Background: an optimization exercise with open tools, aiming at small area, a short achievable clock period and few clock cycles. Do not read the settings as production practice. RTL that was checked went through simulation tests only; none was proved equivalent to the original. No activity file was given, so power comes from the tool's default toggle rates.

==> build 68 <==
## ppm_p6_top
module ppm_p6_top
(
    input  logic        clk,
    input  logic        rst_n,
    input  logic        in_valid,
    output logic        in_stall,
    input  logic [7:0]  in_byte,
    input  logic        in_eos,
    output logic        out_valid,
    input  logic        out_stall,
    output logic [2:0]  out_kind,
    output logic [7:0]  out_red,
    output logic [7:0]  out_green,
    output logic [7:0]  out_blue,
    output logic [15:0] out_column,
    output logic [15:0] out_row,
    output logic [15:0] out_width,
    output logic [15:0] out_height,
    output logic        out_last,
    input  logic        cfg_write,
    input  logic        cfg_index,
    input  logic [15:0] cfg_data
);
export LEC_CHECK = 0
export CAP_MARGIN = 20
export CORE_MARGIN = 2
export CORE_UTILIZATION = 40
export CTS_BUF_LIST = sky130_fd_sc_hd__clkbuf_8
export PLACE_DENSITY = 0.5
export SETUP_SLACK_MARGIN = 2.8
export SLEW_MARGIN = 20
create_clock -name core_clock -period 5.0 [get_ports {clk}]
run.sh (not shown) runs the stock make flow with config.mk's settings and CLKGATE_MAP_FILE= SYNTH_SCRIPT=/design/flow/synth_recipe.tcl, a recipe that flattens the netlist after the stock synthesis.
==> inputs of build 80, as changes to build 68 <==
--- a/flow/design.v
+++ b/flow/design.v
@@ -65,12 +65,10 @@
     logic [7:0]  ir_b;
     logic        ir_eos;
     logic        ir_sep;        
     logic        ir_hash;
     logic        ir_digit;
-    logic        ir_dh1;        
-    logic        ir_p1;
     logic        ir_ns;         
     logic        ir_res;        
     logic        ir_pix;        
     logic        ir_wbad;       
     logic        ir_hbad;
@@ -81,12 +79,10 @@
     logic [1:0]  magic_reg;
     logic        ovf_reg;
     logic        digit_reg;
     logic        neg_reg;
     logic        stop_reg;
-    logic [1:0]  m255_reg;      
-    logic        m255_bad;      
     logic        fmt_bad_reg;
     logic        size_bad_reg;
     logic [15:0] width_reg;
     logic [15:0] height_reg;
     logic [1:0]  comp_reg;
@@ -133,69 +129,20 @@
     assign acc_clear = eos || t_close;
     assign hdr_close = t_close && (tok_reg == 2'd3);
     assign pix_out   = !eos && pixp && (comp_reg == 2'd2);
     logic [15:0] acc_mul;
     logic        acc_big;
-    logic        acc_s0, acc_k1;
-    logic [13:0] acc_x, acc_y, acc_p, acc_g;
-    logic [14:0] acc_g0, acc_p0, acc_g1, acc_p1, acc_g2, acc_p2, acc_g3, acc_p3, acc_g4;
-    assign acc_s0 = col_reg[0] ^ ir_p1;
-    assign acc_k1 = (col_reg[0] && ir_p1) || c[3];
-    assign acc_x  = col_reg[14:1];
-    assign acc_y  = {col_reg[12:0], ir_dh1};
-    assign acc_p  = acc_x ^ acc_y;
-    assign acc_g  = acc_x & acc_y;
-    assign acc_g0 = {acc_g, acc_k1};
-    assign acc_p0 = {acc_p, 1'b0};
-    for (genvar i = 0; i < 15; i++)
-    begin : g_acc_prefix
-        if (i >= 1)
-        begin : g_l1
-            assign acc_g1[i] = acc_g0[i] | (acc_p0[i] & acc_g0[i-1]);
-            assign acc_p1[i] = acc_p0[i] & acc_p0[i-1];
-        end
-        else
-        begin : g_l1_pass
-            assign acc_g1[i] = acc_g0[i];
-            assign acc_p1[i] = acc_p0[i];
-        end
-        if (i >= 2)
-        begin : g_l2
-            assign acc_g2[i] = acc_g1[i] | (acc_p1[i] & acc_g1[i-2]);
-            assign acc_p2[i] = acc_p1[i] & acc_p1[i-2];
-        end
-        else
-        begin : g_l2_pass
-            assign acc_g2[i] = acc_g1[i];
-            assign acc_p2[i] = acc_p1[i];
-        end
-        if (i >= 4)
-        begin : g_l3
-            assign acc_g3[i] = acc_g2[i] | (acc_p2[i] & acc_g2[i-4]);
-            assign acc_p3[i] = acc_p2[i] & acc_p2[i-4];
-        end
-        else
-        begin : g_l3_pass
-            assign acc_g3[i] = acc_g2[i];
-            assign acc_p3[i] = acc_p2[i];
-        end
-        if (i >= 8)
-        begin : g_l4
-            assign acc_g4[i] = acc_g3[i] | (acc_p3[i] & acc_g3[i-8]);
-        end
-        else
-        begin : g_l4_pass
-            assign acc_g4[i] = acc_g3[i];
-        end
-    end
-    assign acc_mul = {acc_p ^ acc_g4[13:0], acc_s0, c[0]};
+    logic [15:0] acc_sum;
+    assign acc_sum = {col_reg[14:0], 1'b1} +
+                     {col_reg[12:0], c[2] | c[3], c[1] | c[3], c[3]};
+    assign acc_mul = {acc_sum[15:1], c[0]};
     assign acc_big = (col_reg > 16'd6553) || (col_reg == 16'd6553 && c[3:0] > 4'd5);
     logic        hdr_fmt;
     logic        hdr_size;
     logic        hdr_good;
-    assign hdr_fmt  = (magic_reg != MAGIC_P6) || fmt_bad_reg || neg_reg ||
-                      m255_bad || (m255_reg != 2'd3);
+    assign hdr_fmt  = (magic_reg != MAGIC_P6) || fmt_bad_reg || !digit_reg || neg_reg ||
+                      ovf_reg || (col_reg != 16'd255);
     assign hdr_size = size_bad_reg || ir_wbad || ir_hbad;
     assign hdr_good = !hdr_fmt && !hdr_size;
     logic [2:0]  r_kind;
     logic        r_dbl;
     always_comb
@@ -277,13 +224,13 @@
     assign o_free = !o_v || (take && o_last);
     assign o_en   = !o_v || !out_stall;
     assign s_pix  = (s_kind == KIND_PIXEL);
     assign e_kind = s_v ? s_kind : r_kind;
     assign e_dbl  = s_v ? s_dbl  : r_dbl;
-    assign e_rgb  = s_v ? s_rgb  : {red_reg, green_reg, c};
+    assign e_rgb  = s_v ? s_rgb  : (ir_pix ? {red_reg, green_reg, c} : 24'd0);
     assign e_pix  = s_v ? s_pix  : ir_pix;
-    assign e_hdr  = s_v ? (s_kind == KIND_HEADER) : (tokp && tok_reg == 2'd3 && hdr_good);
+    assign e_hdr  = (e_kind == KIND_HEADER);
     assign adv    = o_free && (s_v ? s_pix : (pen && ir_pix));
     assign s_v_n  = (s_v || r_put) && !o_free;
     assign o_v_n  = o_free ? (s_v || r_put) : 1'b1;
     logic in_fire;
     logic ir_v_n;
@@ -317,23 +264,21 @@
             ir_b     <= in_byte;
             ir_eos   <= in_eos;
             ir_sep   <= in_sep;
             ir_hash  <= in_hash;
             ir_digit <= in_digit;
-            ir_dh1   <= in_byte[2] | in_byte[3];
-            ir_p1    <= in_byte[1] && !in_byte[3];
             ir_ns    <= ns_new;
             ir_res   <= res_new;
             ir_pix   <= pix_new;
             ir_wbad  <= (width_reg == 16'd0) || (width_reg > max_width_reg);
             ir_hbad  <= (height_reg == 16'd0) || (height_reg > max_height_reg);
         end
         if (r_put)
         begin
             s_kind <= r_kind;
             s_dbl  <= r_dbl;
-            s_rgb  <= {red_reg, green_reg, c};
+            s_rgb  <= ir_pix ? {red_reg, green_reg, c} : 24'd0;
         end
         if (o_en)
         begin
             if (o_v && !o_last)
             begin
@@ -347,11 +292,11 @@
             end
             else
             begin
                 o_kind <= e_kind;
                 o_last <= !e_dbl;
-                o_rgb  <= e_pix ? e_rgb : 24'd0;
+                o_rgb  <= e_rgb;
                 o_col  <= e_pix ? col_reg : 16'd0;
                 o_row  <= e_pix ? row_reg : 16'd0;
                 o_w    <= e_hdr ? width_reg  : 16'd0;
                 o_h    <= e_hdr ? height_reg : 16'd0;
             end
@@ -368,12 +313,10 @@
             col_reg      <= 16'd0;
             ovf_reg      <= 1'b0;
             digit_reg    <= 1'b0;
             neg_reg      <= 1'b0;
             stop_reg     <= 1'b0;
-            m255_reg     <= 2'd0;
-            m255_bad     <= 1'b0;
             fmt_bad_reg  <= 1'b0;
             size_bad_reg <= 1'b0;
             comp_reg     <= 2'd0;
         end
         else
@@ -396,24 +339,10 @@
                 else if (t_char && tok_reg == 2'd0)
                     magic_reg <= t_first ? ((c == CHAR_P) ? MAGIC_P : MAGIC_BAD)
                                          : ((magic_reg == MAGIC_P && c == CHAR_SIX) ? MAGIC_P6 : MAGIC_BAD);
                 if (acc_clear)
                 begin
-                    m255_reg <= 2'd0;
-                    m255_bad <= 1'b0;
-                end
-                else if (acc_digit)
-                begin
-                    if (m255_reg == 2'd0 && c[3:0] == 4'd2)
-                        m255_reg <= 2'd1;
-                    else if ((m255_reg == 2'd1 || m255_reg == 2'd2) && c[3:0] == 4'd5)
-                        m255_reg <= m255_reg + 2'd1;
-                    else if (m255_reg != 2'd0 || c[3:0] != 4'd0)
-                        m255_bad <= 1'b1;
-                end
-                if (acc_clear)
-                begin
                     ovf_reg   <= 1'b0;
                     digit_reg <= 1'b0;
                     neg_reg   <= 1'b0;
                     stop_reg  <= 1'b0;
                 end
- CTS_BUF_LIST: sky130_fd_sc_hd__clkbuf_8 -> unset
- PLACE_DENSITY: 0.5 -> 0.6
- SETUP_SLACK_MARGIN: 2.8 -> 3.2
==> inputs of build 65, as changes to build 68 <==
--- a/flow/design.v
+++ b/flow/design.v
@@ -65,12 +65,11 @@
     logic [7:0]  ir_b;
     logic        ir_eos;
     logic        ir_sep;        
     logic        ir_hash;
     logic        ir_digit;
-    logic        ir_dh1;        
-    logic        ir_p1;
+    logic [1:0]  ir_dh;         
     logic        ir_ns;         
     logic        ir_res;        
     logic        ir_pix;        
     logic        ir_wbad;       
     logic        ir_hbad;
@@ -133,63 +132,13 @@
     assign acc_clear = eos || t_close;
     assign hdr_close = t_close && (tok_reg == 2'd3);
     assign pix_out   = !eos && pixp && (comp_reg == 2'd2);
     logic [15:0] acc_mul;
     logic        acc_big;
-    logic        acc_s0, acc_k1;
-    logic [13:0] acc_x, acc_y, acc_p, acc_g;
-    logic [14:0] acc_g0, acc_p0, acc_g1, acc_p1, acc_g2, acc_p2, acc_g3, acc_p3, acc_g4;
-    assign acc_s0 = col_reg[0] ^ ir_p1;
-    assign acc_k1 = (col_reg[0] && ir_p1) || c[3];
-    assign acc_x  = col_reg[14:1];
-    assign acc_y  = {col_reg[12:0], ir_dh1};
-    assign acc_p  = acc_x ^ acc_y;
-    assign acc_g  = acc_x & acc_y;
-    assign acc_g0 = {acc_g, acc_k1};
-    assign acc_p0 = {acc_p, 1'b0};
-    for (genvar i = 0; i < 15; i++)
-    begin : g_acc_prefix
-        if (i >= 1)
-        begin : g_l1
-            assign acc_g1[i] = acc_g0[i] | (acc_p0[i] & acc_g0[i-1]);
-            assign acc_p1[i] = acc_p0[i] & acc_p0[i-1];
-        end
-        else
-        begin : g_l1_pass
-            assign acc_g1[i] = acc_g0[i];
-            assign acc_p1[i] = acc_p0[i];
-        end
-        if (i >= 2)
-        begin : g_l2
-            assign acc_g2[i] = acc_g1[i] | (acc_p1[i] & acc_g1[i-2]);
-            assign acc_p2[i] = acc_p1[i] & acc_p1[i-2];
-        end
-        else
-        begin : g_l2_pass
-            assign acc_g2[i] = acc_g1[i];
-            assign acc_p2[i] = acc_p1[i];
-        end
-        if (i >= 4)
-        begin : g_l3
-            assign acc_g3[i] = acc_g2[i] | (acc_p2[i] & acc_g2[i-4]);
-            assign acc_p3[i] = acc_p2[i] & acc_p2[i-4];
-        end
-        else
-        begin : g_l3_pass
-            assign acc_g3[i] = acc_g2[i];
-            assign acc_p3[i] = acc_p2[i];
-        end
-        if (i >= 8)
-        begin : g_l4
-            assign acc_g4[i] = acc_g3[i] | (acc_p3[i] & acc_g3[i-8]);
-        end
-        else
-        begin : g_l4_pass
-            assign acc_g4[i] = acc_g3[i];
-        end
-    end
-    assign acc_mul = {acc_p ^ acc_g4[13:0], acc_s0, c[0]};
+    logic [15:0] acc_sum;
+    assign acc_sum = {col_reg[14:0], 1'b1} + {col_reg[12:0], ir_dh, c[3]};
+    assign acc_mul = {acc_sum[15:1], c[0]};
     assign acc_big = (col_reg > 16'd6553) || (col_reg == 16'd6553 && c[3:0] > 4'd5);
     logic        hdr_fmt;
     logic        hdr_size;
     logic        hdr_good;
     assign hdr_fmt  = (magic_reg != MAGIC_P6) || fmt_bad_reg || neg_reg ||
@@ -317,12 +266,11 @@
             ir_b     <= in_byte;
             ir_eos   <= in_eos;
             ir_sep   <= in_sep;
             ir_hash  <= in_hash;
             ir_digit <= in_digit;
-            ir_dh1   <= in_byte[2] | in_byte[3];
-            ir_p1    <= in_byte[1] && !in_byte[3];
+            ir_dh    <= {in_byte[2] | in_byte[3], in_byte[1] | in_byte[3]};
             ir_ns    <= ns_new;
             ir_res   <= res_new;
             ir_pix   <= pix_new;
             ir_wbad  <= (width_reg == 16'd0) || (width_reg > max_width_reg);
             ir_hbad  <= (height_reg == 16'd0) || (height_reg > max_height_reg);
- PLACE_DENSITY: 0.5 -> 0.6
- SETUP_SLACK_MARGIN: 2.8 -> 3.0
==> impl_metrics.ini <==
[synthesis]
post_synth_and_or_nand_nor_area_fraction_pct = 16.5

[floorplanning]
tap_cells = 448
initial_core_util_pct = 40.7

[layout]
clock_buffers = 58
postLayoutCoreUtil_pct = 53.2

[routing]
length_of_routed_met2_wiring_mm = 18.4

[outcome]
outcome = finished clean

[critical_path]
path_buf_inv = 0
crit_path_cell_trace = fa_2 -> a211oi_4 -> o21ai_2 -> a2111o_1 -> a31oi_1 -> xor2_1 -> o22ai_1
critPathTopFamily = compound AO/OA/AOI/OAI gates

[pwr]
finalPower_w = 0.00610

[global_routing]
grt.total_usage_pct = 20.7
pin_count_of_the_biggest_net_entering_global_routing = 93
Source of the figures above: build 65

==> impl_metrics.ini <==
[synthesis]
synth-compound-area-share_pct = 9.80
post_synth_and_or_nand_nor_area_fraction_pct = 17.8

[global_routing]
grt_first_pass_wirelength_mm = 60.8
gr-usage-met3_pct = 3.44
pin_count_of_the_biggest_net_entering_global_routing = 51

[placement]
dp_hpwl_mm = 26.0

[critical_path]
path_buf_inv = 0
critPathTopFamily = compound AO/OA/AOI/OAI gates
worstSetupStartpointType = flip-flop

[layout]
postLayoutCoreUtil_pct = 50.6
clock_buffers = 51
finish.cell_count_without_fillers = 1946

[pwr]
finalPower_w = 0.00682

[floorplanning]
tap_cells = 455

[routing]
length_of_routed_met2_wiring_mm = 18.4

[outcome]
outcome = finished clean
Source of the figures above: build 68

==> impl_metrics.ini <==
[synthesis]
post_synth_and_or_nand_nor_area_fraction_pct = 17.1

[worst_hold_path]
worstHoldEndpoint = u_dec.max_width_reg[7]

[job]
max_cap_violations = 0

[global_routing]
global_route.peak_usage_layer = met2
pin_count_of_the_biggest_net_entering_global_routing = 93
grt.total_usage_pct = 21.7

[layout]
fillers = 2774
clock_buffers = 35
postLayoutCoreUtil_pct = 56.4

[critical_path]
crit_path_cell_trace = nor4_4 -> nand4_1 -> buf_6 -> nor4_4 -> o31ai_4 -> buf_6 -> nor3_4 -> buf_6 -> and2_4
path_common_cell = sky130_fd_sc_hd__buf_6
path_buf_inv = 3
crit_required_ns = 5.43

[floorplanning]
tap_cells = 448
initial_core_util_pct = 40.5

[outcome]
outcome = finished clean

[sta]
layout_setup_ws_ns = 2.75

[placement]
dp_hpwl_mm = 23.4
Source of the figures above: build 80

Testbench counts of build 80, summed over its fixed seeds: cycles 66,959.
Testbench counts of build 65, summed over its fixed seeds: cycles 66,959.
No functional check of the RTL was part of build 68.

---

==> build 8 <==
ppm_p6_top, a different RTL version from the one above (not shown whole).
clock: 5.0 ns
lec_check: 0
cap_margin: 20
core_margin: 2
core_utilization: 40
place_density: 0.6
setup_slack_margin: 2.8
slew_margin: 20
==> build 69: changes against build 8 <==
--- a/flow/design.v
+++ b/flow/design.v
@@ -126,17 +126,18 @@
     assign c_start   = !eos && skip && !comment_reg && ir_hash;
     assign c_end     = !eos && skip && comment_reg && (c == CHAR_NL);
     assign acc_digit = t_char && !t_sign && !stop_reg && ir_digit;
     assign acc_clear = eos || t_close;
     assign hdr_close = t_close && (tok_reg == 2'd3);
     assign pix_out   = !eos && pixp && (comp_reg == 2'd2);
-    assign col_last = (col_reg + 16'd1 == width_reg);
-    assign row_last = (row_reg + 16'd1 == height_reg);
     logic [15:0] acc_mul;
     logic        acc_big;
-    assign acc_mul = (col_reg << 3) + (col_reg << 1) + {12'd0, c[3:0]};
+    logic [15:0] acc_sum;
+    assign acc_sum = {col_reg[14:0], 1'b1} +
+                     {col_reg[12:0], c[2] | c[3], c[1] | c[3], c[3]};
+    assign acc_mul = {acc_sum[15:1], c[0]};
     assign acc_big = (col_reg > 16'd6553) || (col_reg == 16'd6553 && c[3:0] > 4'd5);
     logic        hdr_fmt;
     logic        hdr_size;
     logic        hdr_good;
     assign hdr_fmt  = (magic_reg != MAGIC_P6) || fmt_bad_reg || !digit_reg || neg_reg ||
                       ovf_reg || (col_reg != 16'd255);
@@ -231,28 +232,30 @@
     assign adv    = o_free && (s_v ? s_pix : (pen && ir_pix));
     assign s_v_n  = (s_v || r_put) && !o_free;
     assign o_v_n  = o_free ? (s_v || r_put) : 1'b1;
     logic in_fire;
     logic ir_v_n;
     logic ns_d;
+    logic pix_d;
     assign in_fire = in_valid && !stall_reg;
     assign ir_v_n  = in_fire || (ir_v && !pen);
     assign ns_d    = in_fire ? ns_new : ir_ns;
+    assign pix_d   = in_fire ? pix_new : ir_pix;
     always_ff @(posedge clk or negedge rst_n)
     begin
         if (!rst_n)
         begin
             ir_v      <= 1'b0;
             stall_reg <= 1'b0;
             s_v       <= 1'b0;
             o_v       <= 1'b0;
         end
         else
         begin
             ir_v      <= ir_v_n;
-            stall_reg <= ir_v_n && ns_d && s_v_n;
+            stall_reg <= ir_v_n && ((ns_d && s_v_n) || (pix_d && s_v));
             s_v       <= s_v_n;
             o_v       <= o_v_n;
         end
     end
     always_ff @(posedge clk)
     begin
@@ -383,12 +386,14 @@
         if (pen && t_close && tok_reg == 2'd2)
             height_reg <= col_reg;
         if (pen && ((pixp && comp_reg == 2'd0) || (hdr_close && ir_hash)))
             red_reg <= c;
         if (pen && pixp && comp_reg == 2'd1)
             green_reg <= c;
+        col_last <= (col_reg + 16'd1 == width_reg);
+        row_last <= (row_reg + 16'd1 == height_reg);
         if (pen && hdr_close)
             row_reg <= 16'd0;
         else if (adv && col_last)
             row_reg <= row_reg + 16'd1;
     end
     assign in_stall   = stall_reg;
Settings changed: CORE_UTILIZATION 40 to 55, PLACE_DENSITY 0.6 to 0.7, SETUP_SLACK_MARGIN 2.8 to 2.9.
==> results.txt <==
| metric | build 69 | build 8 |
|---|---|---|
| Run status | timing/DRC/antenna clean | timing/DRC/antenna clean |
| Tightest slew margin relative to the limit | 0.421 | 0.329 |
| Post-detailed-route via-to-cell ratio | 5.82 | 5.51 |
| CTS sink count | 270 | 268 |
| Crit-path max cell delay | 0.51 ns | 0.45 ns |
| Startpoint of the worst-slack reg-to-reg timing path | u_dec.col_reg[12]$_DFFE_PN0P_ | u_dec.col_reg[0]$_DFFE_PN0P_ |
| Switching Fraction | 0.276 | 0.263 |
| Sum of routed wire segments on met1 | 15.4 mm | 17.7 mm |
| Design Area, Final | 17600 um^2 | 18000 um^2 |
| Number of nets at the end of the flow | 1502 | 1544 |
| Power per standard cell area | 374 nW/um^2 | 326 nW/um^2 |
| Number of sequential storage elements | 270 | 268 |
| Layout cell share with drive strength beyond 1 | 0.356 | 0.305 |
| Sequential element share of the synthesized area | 0.561 | 0.550 |
| Setup ws final | 2.66 ns | 2.04 ns |
Testbench counts of build 69, summed over its fixed seeds: cycles 66,959.
The RTL of build 8 was laid out without a check of its function.

## re-timing with driven ports
The flow's constraints put no driver on any port. The routed layouts listed below were extracted and timed again, unchanged, in two steps. Step 1 (the two cells are an assumption about what drives the block):
set clk [get_ports {clk}]
set_driving_cell -lib_cell sky130_fd_sc_hd__clkbuf_16 $clk
set_driving_cell -lib_cell sky130_fd_sc_hd__buf_2 [delete_from_list [all_inputs] $clk]
Step 2 times the ports against the registers' clock, not the clock port: input delays grow and output delays shrink by t, the midpoint of the rising clock arrivals with the driver on. a / b / c = ideal ports / drivers / drivers and shift; a / b = the first two.
run	t (ns)	slack for setup (ns)	worst hold slack (ns)	worst setup path at the end	cell pins on the clock port's net
build 68	0.613	2.659 / 2.659 / 2.225	0.442 / 0.419 / 0.442	input to register	1
build 80	0.597	2.748 / 2.748 / 2.384	0.512 / 0.512 / 0.512	input to register	1
build 65	0.595	2.694 / 2.694 / 2.195	0.448 / 0.448 / 0.448	input to register	1
build 8	0.620	2.036 / 2.036 / 1.740	0.491 / 0.491 / 0.491	input to register	1
build 69	0.577	2.655 / 2.655 / 2.264	0.505 / 0.505 / 0.505	input to register	1
After both steps setup and hold are still met in every run listed. The setup slack of build 65, which loses most, moves by 0.000 ns with the drivers and by -0.499 ns with both steps.
